This design comes from an exercise in tuning for small area, a short achievable clock period and few clock cycles per item on the open sky130 flow, not from production work. Only simulation tests tie the RTL to the original design; equivalence was not proved.

==> design.v <==
package softmax_pkg;
  typedef logic [15:0] stream_word_t;
  typedef logic signed [15:0] lane_t;
  typedef logic [16*32-1:0] vec_t;
  typedef logic [17:0] sum_t;
  typedef logic [8-1:0] prob_t;
  typedef enum logic [1:0] {
    MODE_BYPASS  = 2'd0,
    MODE_SOFTMAX = 2'd1
  } mode_t;
endpackage
`timescale 1ns/1ps
module softmax_top (
  input  logic        clk,
  input  logic        rst_n,
  input  logic [15:0] fifo_data,
  input  logic        fifo_empty,
  output logic        rd_en,
  output logic [15:0] tx_data,
  output logic        tx_empty,
  input  logic        tx_fifo_en,
  input  logic [1:0]  control
);
  localparam int LD = 22;   
  logic run;
  assign run = (control != 2'd0);
  logic [255:0] xl;         
  logic [3:0]   cnt;        
  logic [4:0]   rem;        
  logic signed [7:0] mrun;  
  logic signed [7:0] mcur;  
  logic         cons_ok;
  logic         cons;
  logic         take_in;
  logic         rd_core;
  assign rd_core = (rem == 5'd0) | cons_ok;
  assign take_in = run & rd_core & ~fifo_empty;
  assign cons    = cons_ok;
  logic signed [7:0] in_lo, in_hi, in_mx, in_mx3;
  assign in_lo  = fifo_data[7:0];
  assign in_hi  = fifo_data[15:8];
  assign in_mx  = (in_hi > in_lo) ? in_hi : in_lo;
  assign in_mx3 = (mrun > in_mx) ? mrun : in_mx;
  genvar gp;
  generate
    for (gp = 0; gp < 16; gp++) begin : g_xl
      logic en;
      assign en = take_in | (cons & (gp < rem));
      always_ff @(posedge clk) begin
        if (en) begin
          if (gp == 15) xl[16*gp +: 16] <= fifo_data;
          else          xl[16*gp +: 16] <= xl[16*(gp+1) +: 16];
        end
      end
    end
  endgenerate
  always_ff @(posedge clk or negedge rst_n) begin
    if (!rst_n) begin
      cnt <= '0;
      rem <= '0;
    end else if (take_in) begin
      cnt <= cnt + 4'd1;
      if (cnt == 4'd15) rem <= 5'd16;
      else if (cons)    rem <= rem - 5'd1;
    end else if (cons) begin
      rem <= rem - 5'd1;
    end
  end
  always_ff @(posedge clk) begin
    if (take_in) begin
      mrun <= (cnt == 4'd0) ? in_mx : in_mx3;
      if (cnt == 4'd15) mcur <= in_mx3;
    end
  end
  function automatic logic [12:0] exp_of(input logic [7:0] d);
    logic [12:0] e;
    if (d[7:4] != 4'd0) e = '0;
    else begin
      case (d[3:0])
        4'd0:    e = 13'd4096;
        4'd1:    e = 13'd1507;
        4'd2:    e = 13'd554;
        4'd3:    e = 13'd204;
        4'd4:    e = 13'd75;
        4'd5:    e = 13'd28;
        4'd6:    e = 13'd10;
        4'd7:    e = 13'd4;
        4'd8:    e = 13'd1;
        4'd9:    e = 13'd1;
        default: e = '0;
      endcase
    end
    exp_of = e;
  endfunction
  function automatic logic [2:0] cls_of(input logic [7:0] d);
    cls_of = (d < 8'd6) ? d[2:0] : 3'd6;
  endfunction
  logic [7:0] d_h0, d_h1, d_t0, d_t1;
  assign d_h0 = mcur - xl[7:0];
  assign d_h1 = mcur - xl[15:8];
  assign d_t0 = mcur - xl[16*8 +: 8];
  assign d_t1 = mcur - xl[16*8+8 +: 8];
  logic [5:0]  cls_pair;
  assign cls_pair = {cls_of(d_h1), cls_of(d_h0)};
  logic [17:0] acc;
  logic [17:0] acc_next;
  logic        sum_step;
  logic        sum_last;
  assign sum_step = cons & (rem >= 5'd9);
  assign sum_last = cons & (rem == 5'd9);
  assign acc_next = ((rem == 5'd16) ? 18'd0 : acc)
                  + {5'd0, exp_of(d_h0)} + {5'd0, exp_of(d_h1)}
                  + {5'd0, exp_of(d_t0)} + {5'd0, exp_of(d_t1)};
  always_ff @(posedge clk) begin
    if (sum_step) acc <= acc_next;
  end
  logic [17:0] sdiv;
  logic [3:0]  k;
  logic        dbusy, ddone;
  logic [16:0] ra, rb;
  logic [14:0] qa, qb;
  logic [14:0] qa_n, qb_n;
  logic        div_idle;
  logic        ptab_free;
  logic        xfer;
  assign div_idle = ~dbusy & ~ddone;
  logic [16:0] ta, tb;
  logic [17:0] t2a, t2b;
  logic        gea, geb;
  always_comb begin
    case (k)
      4'd0:    ta = 17'd2048;    
      4'd9:    ta = 17'd2216;    
      default: ta = ra;
    endcase
    case (k)
      4'd0:    tb = 17'd3014;    
      4'd7:    tb = 17'd3264;    
      4'd11:   tb = 17'd2400;    
      4'd14:   tb = 17'd3584;    
      default: tb = rb;
    endcase
    t2a = {ta, 1'b0};
    t2b = {tb, 1'b0};
    gea = (t2a >= sdiv);
    geb = (t2b >= sdiv);
  end
  assign qa_n = dbusy ? {qa[13:0], gea} : qa;
  assign qb_n = dbusy ? {qb[13:0], geb} : qb;
  always_ff @(posedge clk) begin
    if (sum_last) sdiv <= acc_next;
    if (dbusy) begin
      ra <= gea ? 17'(t2a - sdiv) : t2a[16:0];
      rb <= geb ? 17'(t2b - sdiv) : t2b[16:0];
      qa <= qa_n;
      qb <= qb_n;
    end
  end
  always_ff @(posedge clk or negedge rst_n) begin
    if (!rst_n) begin
      dbusy <= 1'b0;
      ddone <= 1'b0;
      k     <= '0;
    end else begin
      if (sum_last) begin
        dbusy <= 1'b1;
        k     <= '0;
      end else if (dbusy) begin
        k <= k + 4'd1;
        if (k == 4'd14) begin
          dbusy <= 1'b0;
          ddone <= ~xfer;
        end
      end else if (xfer) begin
        ddone <= 1'b0;
      end
    end
  end
  logic [7:0] p0;
  logic [6:0] p1;
  logic [5:0] p2;
  logic [3:0] p3;
  logic [2:0] p4;
  logic       p5;
  logic       pvalid;
  logic       pop;
  logic [3:0] ocnt;
  logic       av;
  assign pop       = run & tx_fifo_en & av & pvalid;
  assign ptab_free = ~pvalid | (pop & (ocnt == 4'd15));
  assign xfer      = (ddone | (dbusy & (k == 4'd14))) & ptab_free;
  always_ff @(posedge clk) begin
    if (xfer) begin
      p0 <= qa_n[14] ? 8'd255 : qa_n[13:6];
      p2 <= qa_n[5:0];
      p1 <= qb_n[14:8];
      p3 <= qb_n[7:4];
      p4 <= qb_n[3:1];
      p5 <= qb_n[0];
    end
  end
  always_ff @(posedge clk or negedge rst_n) begin
    if (!rst_n) begin
      pvalid <= 1'b0;
      ocnt   <= '0;
    end else begin
      if (pop) ocnt <= ocnt + 4'd1;
      if (xfer) pvalid <= 1'b1;
      else if (pop && ocnt == 4'd15) pvalid <= 1'b0;
    end
  end
  logic [6*LD-1:0] dl;
  logic [LD-1:0]   dv;
  logic            bv;
  logic            dl_sh;
  assign dl_sh   = ~dv[0] | ~bv;
  assign cons_ok = (rem != 5'd0) & dl_sh & ((rem != 5'd9) | div_idle);
  always_ff @(posedge clk) begin
    if (dl_sh) dl <= {cls_pair, dl[6*LD-1:6]};
  end
  always_ff @(posedge clk or negedge rst_n) begin
    if (!rst_n) dv <= '0;
    else if (dl_sh) dv <= {cons, dv[LD-1:1]};
  end
  logic [5:0] ad, bd;
  logic       take;
  assign take = dv[0] & ~bv;
  always_ff @(posedge clk or negedge rst_n) begin
    if (!rst_n) begin
      av <= 1'b0;
      bv <= 1'b0;
    end else begin
      if (pop) begin
        av <= take | bv;
        bv <= 1'b0;
      end else if (take) begin
        if (av) bv <= 1'b1;
        else    av <= 1'b1;
      end
    end
  end
  always_ff @(posedge clk) begin
    if (pop) begin
      ad <= bv ? bd : dl[5:0];
    end else if (take) begin
      if (av) bd <= dl[5:0];
      else    ad <= dl[5:0];
    end
  end
  function automatic logic [7:0] prob_of(input logic [2:0] c,
                                         input logic [7:0] q0, input logic [6:0] q1,
                                         input logic [5:0] q2, input logic [3:0] q3,
                                         input logic [2:0] q4, input logic q5);
    logic [7:0] r;
    case (c)
      3'd0:    r = q0;
      3'd1:    r = {1'b0, q1};
      3'd2:    r = {2'b0, q2};
      3'd3:    r = {4'b0, q3};
      3'd4:    r = {5'b0, q4};
      3'd5:    r = {7'b0, q5};
      default: r = 8'd0;
    endcase
    prob_of = r;
  endfunction
  logic [15:0] core_data;
  assign core_data = {prob_of(ad[5:3], p0, p1, p2, p3, p4, p5),
                      prob_of(ad[2:0], p0, p1, p2, p3, p4, p5)};
  assign rd_en    = run ? rd_core   : tx_fifo_en;
  assign tx_data  = run ? core_data : fifo_data;
  assign tx_empty = run ? ~(av & pvalid) : fifo_empty;
endmodule
==> run.sh <==
#!/bin/bash
# synth_recipe.tcl (not shown) runs the flow's synth.tcl, then flattens the netlist and writes it again
# the make line also repeats each setting of config.mk as NAME=value (left out here)
make -C /OpenROAD-flow-scripts/flow DESIGN_CONFIG=/design/flow/config.mk WORK_HOME=/design/flow/orfs CLKGATE_MAP_FILE= SYNTH_SCRIPT=/design/flow/synth_recipe.tcl finish
==> config.mk <==
export PLATFORM = sky130hd
export DESIGN_NAME = softmax_top
export DESIGN_NICKNAME = softmax_top
export VERILOG_FILES = /design/flow/design.v
export SDC_FILE = /design/flow/constraint.sdc
export NUM_CORES = 4
export LEC_CHECK = 0
export CAP_MARGIN = 20
export CORE_MARGIN = 2
export CORE_UTILIZATION = 40
export SLEW_MARGIN = 20
==> constraint.sdc <==
create_clock -name core_clock -period 10.0 [get_ports {clk}]
set_input_delay 2.0000 -clock core_clock [delete_from_list [all_inputs] [get_ports {clk}]]
set_output_delay 2.0000 -clock core_clock [all_outputs]
set_load 0.01 [all_outputs]
==> results_dict.tcl <==
set metrics [dict create \
    hold_path_startpoint "xl[127]" \
    syn-instance-count 1890 \
    clock_latency_ns 0.62 \
    core_area_um2 65860 \
    portBuffers 39 \
    final_layout_size_suffix_gt1_share_pct 10.57 \
    path_class "flip-flop to flip-flop" \
    yosys_warnings 1 \
    finalSetupViolCount 0 \
    finish.utilization_pct 45.60 \
    switching_power_mw 3.932 \
    clkTransAtPathRegs_ns 0.06 \
    path_buf_inv 2 \
    cts-htree-levels 2 \
    die_y_um 262.0 \
    route.detailed.wl_per_inst_um 17.63 \
    clkPwrFrac_pct 19.6 \
    ant_nets 0 \
    mostFrequentLayoutCells "edfxtp_1 (545), inv_1 (144), nand2_1 (138)" \
    layout_min_cycle_time_ns 6.484 \
    drc 0 \
    fin_cells 2879 \
    clockBufferDepth 3 \
    diodes 0 \
    tightest_slew_ns 1.048 \
    p_leak_nw 11.24 \
    track_usage_pct 15.04 \
    path_max_fanout 10 \
    antenna_found_initial 1 \
    synth_nets 2085 \
    cts_tree "built" \
    finalHoldViolCount 0 \
    finalPower_mw 11.23 \
    placed_area_um2 28080 \
    switching_share_pct 35.02 \
    worst_r2r_path_depth 22 \
    syn_area_um2 26630 \
    ios 40 \
    cp_slowest_stage_delay_ns 0.58 \
    cts_sinks 589 \
    critPathCaptureType "flip-flop" \
    cts_made_buffers 59 \
    grt_pass1_wl_um 80790 \
    wl_um 50740 \
    holdPathEnd "xl[111]" \
    synth-seq-cells 589 \
    cp.arrival_ns 6.84 \
    rows 94 \
    cts_resized 0 \
    synth-edff-count 545 \
    drt_first_pass_iters 7 \
    yosysSeqAreaShare_pct 65.60 \
    start_kind "flip-flop" \
    fin_setup_tns_ns 0 \
    reg2reg_from "mcur[1]" \
    fmax_mhz 154.2 \
    cp_slowest_cell "edfxtp_1" \
    die_w_um 262.0 \
    grt_setup_unrepaired "false" \
    fin_crit_sh_pct 64.84 \
    holdBufCountCts 0 \
    clockRootBuffer "clkbuf_16" \
    path_cells "ha_1 > nor2b_1 > o21ai_0 > a21boi_0 > nor3_1 > mux2i_1 > nand4_2 > a211oi_1 > fa_1 > inv_1 > fa_1 > inv_1 > fa_1 > ha_1 > fa_1 > a211oi_1 > o21bai_1 > a21oi_1 > o31ai_1 > a21oi_1 > nor4bb_1 > a211o_1" \
    grt_max_degree 85 \
    intPower_mw 7.296 \
    hold_path.class "flip-flop to flip-flop" \
    gp_congestion 0.8333 \
    grt_overflow 0 \
    crit_top_cell "fa_1" \
    yosys.cell_types.count 80 \
    p_per_area_nw_per_um2 373.8 \
    fin_nets 2160 \
    cts_setup_buffers 0 \
    drtIter0Drc 1070 \
    final_design_area_no_fill_um2 30030 \
    finalMaxSlewViolations 0 \
    synth_area_per_cell_um2 14.09 \
    worstPathRequired_ns 10.36 \
    grt_pass1_vias 14660 \
    die-area_um2 68650 \
    ys.flop_type "edfxtp_1" \
    critPathTopFamily "adder cells" \
    placed_cells 2768 \
    dpl.hpwl_um 36060 \
    reg2reg_slack_ns 3.52 \
    maxCapViolCount 0 \
    relSlewSlack_pct 30.15 \
    viasPerCell 5.127 \
    p_seq_share_pct 44.6 \
    area_delta_synth_final_pct 12.80 \
    status "finished clean" \
    r2r_end "sdiv[15]" \
    start_util_pct 40.43 \
    num_vias 14760 \
    async_flop_share_pct 7.470 \
    hold_path_depth 0 \
    comb_power_share_pct 35.8 \
    finClkSkew_ns 0.01757 \
    vdd_drop_max_mv 0.1812 \
    layout_commonest_cell "edfxtp_1" \
]
[metrics by stage]
step | setup WS (ns) | hold slack (ns)
floorplan | 4.154 | 0.4003
global placement | 3.344 | 0.4000
detailed placement | 3.286 | 0.4045
CTS | 3.525 | 0.4078
global route | 3.069 | 0.4165
finish | 3.516 | 0.4134
[kinds of logic (layout without fill, tap and decap cells)]
logic type,after synthesis,after routing,share of synthesized area (%)
AOI/OAI and AO/OA,349,349,8.383
xor gates and xnor gates,65,65,2.138
adders and majority gates,173,173,9.229
buffers and inverters,191,316,2.801
DFF,589,589,65.60
muxes,97,97,4.060
and+or+nand+nor,426,426,7.791
[per-layer routing]
layer,wire [µm],vias up,global-route usage [%]
met5,0,-,0
met4,1103,0,4.316
met3,1829,75,2.247
met2,23750,262,24.46
met1,24050,7280,21.08
li1,-,7145,-
[final cells by class]
| type | count | area, µm² |
|---|---|---|
| fill | 5830 | 35830 |
| clock buffer | 76 | 1572 |
| tap | 864 | 1081 |
| sequential | 589 | 17470 |
| clock inverter | 35 | 379.1 |
| timing repair buffer | 60 | 543.0 |
| inverter | 145 | 549.3 |
| multi-input combinational | 1110 | 8439 |
[worst max path at each step]
stage	from	end	cells after the start
4_1_cts	mcur[1]	sdiv[15]	22
2_1_floorplan	bv	xl[144]	4
5_1_grt	mcur[1]	sdiv[15]	22
3_3_place_gp	fifo_data[1]	mrun[0]	16
6_report	mcur[1]	sdiv[15]	22
3_5_place_dp	fifo_data[1]	mrun[0]	16
[sequential cells by signal, summed over array words and instances, names as in the netlist, 5 cells and up]
| signal | flops |
|---|---|
| p2 | 6 |
| dv | 22 |
| bd | 6 |
| xl | 256 |
| mrun | 8 |
| rem | 5 |
| qa | 15 |
| p1 | 7 |
| mcur | 8 |
| ad | 6 |
| qb | 15 |
| ra | 17 |
| sdiv | 18 |
| acc | 18 |
| rb | 17 |
| p0 | 8 |
| dl | 132 |
[power by group through the flow]
stage | Sequential (mW) | Clock (mW) | Combinational [mW]
6_report | 5.01 | 2.20 | 4.02
5_1_grt | 5.13 | 2.37 | 4.52
3_5_place_dp | 5.06 | 0 | 4.01
2_1_floorplan | 4.87 | 0 | 3.03
3_3_place_gp | 5.02 | 0 | 3.91
4_1_cts | 5.03 | 2.27 | 4.04
[synth_stat cells (4+ instances only)]
cell type | instances | share of area (%)
edfxtp_1 | 545 | 61
nor2b_1 | 24 | 0.56
nand2_1 | 139 | 2.0
a22oi_1 | 13 | 0.37
and3_1 | 11 | 0.26
o22ai_1 | 7 | 0.16
xnor2_1 | 43 | 1.4
a21o_1 | 20 | 0.56
a32oi_1 | 4 | 0.13
o21a_1 | 17 | 0.48
o31a_1 | 5 | 0.16
nand3_1 | 24 | 0.45
fa_1 | 39 | 2.9
o31ai_1 | 8 | 0.23
mux2_2 | 68 | 2.9
a31oi_1 | 9 | 0.21
nand4_1 | 12 | 0.28
or2_2 | 9 | 0.21
or3_1 | 8 | 0.19
nor2_1 | 92 | 1.3
xor2_1 | 22 | 0.72
mux2i_1 | 27 | 1.0
inv_1 | 144 | 2.0
nor3_1 | 25 | 0.47
nand2b_1 | 29 | 0.68
o211ai_1 | 4 | 0.11
a22o_1 | 5 | 0.16
ha_1 | 134 | 6.3
a211oi_1 | 22 | 0.62
and2_1 | 34 | 0.80
o21bai_1 | 5 | 0.14
a21oi_1 | 86 | 1.6
clkbuf_1 | 36 | 0.51
o21ai_0 | 102 | 1.9
dfrtp_1 | 44 | 4.1
o221ai_1 | 4 | 0.13
Testbench counts, summed over its fixed seeds: cycles 3,384, items 192.

==> afterwards: timing with drivers on the ports <==
The results above use ideal ports. As a check the final layout listed here was re-extracted and re-timed, cells and wires unchanged. Step 1, drivers: a clkbuf_16 drives clk and a buf_2 each remaining input, both assumed. Step 2 times the ports against the registers' clock, not the clock port: input delays grow and output delays shrink by t, the midpoint of the rising clock arrivals with the driver on. Slacks: ideal ports / drivers / drivers and shift; pairs: ideal ports / drivers.
t (ns): 0.670
setup WS [ns]: 3.516 / 3.516 / 3.310
worst setup path at the end: input to register
worst slew at a driven data input, ns: 0.04
cell pins on the clock port's net: 1
After both steps this run still meets setup and hold. The setup slack of this run moves by 0.000 ns with the drivers and by -0.206 ns with both steps.
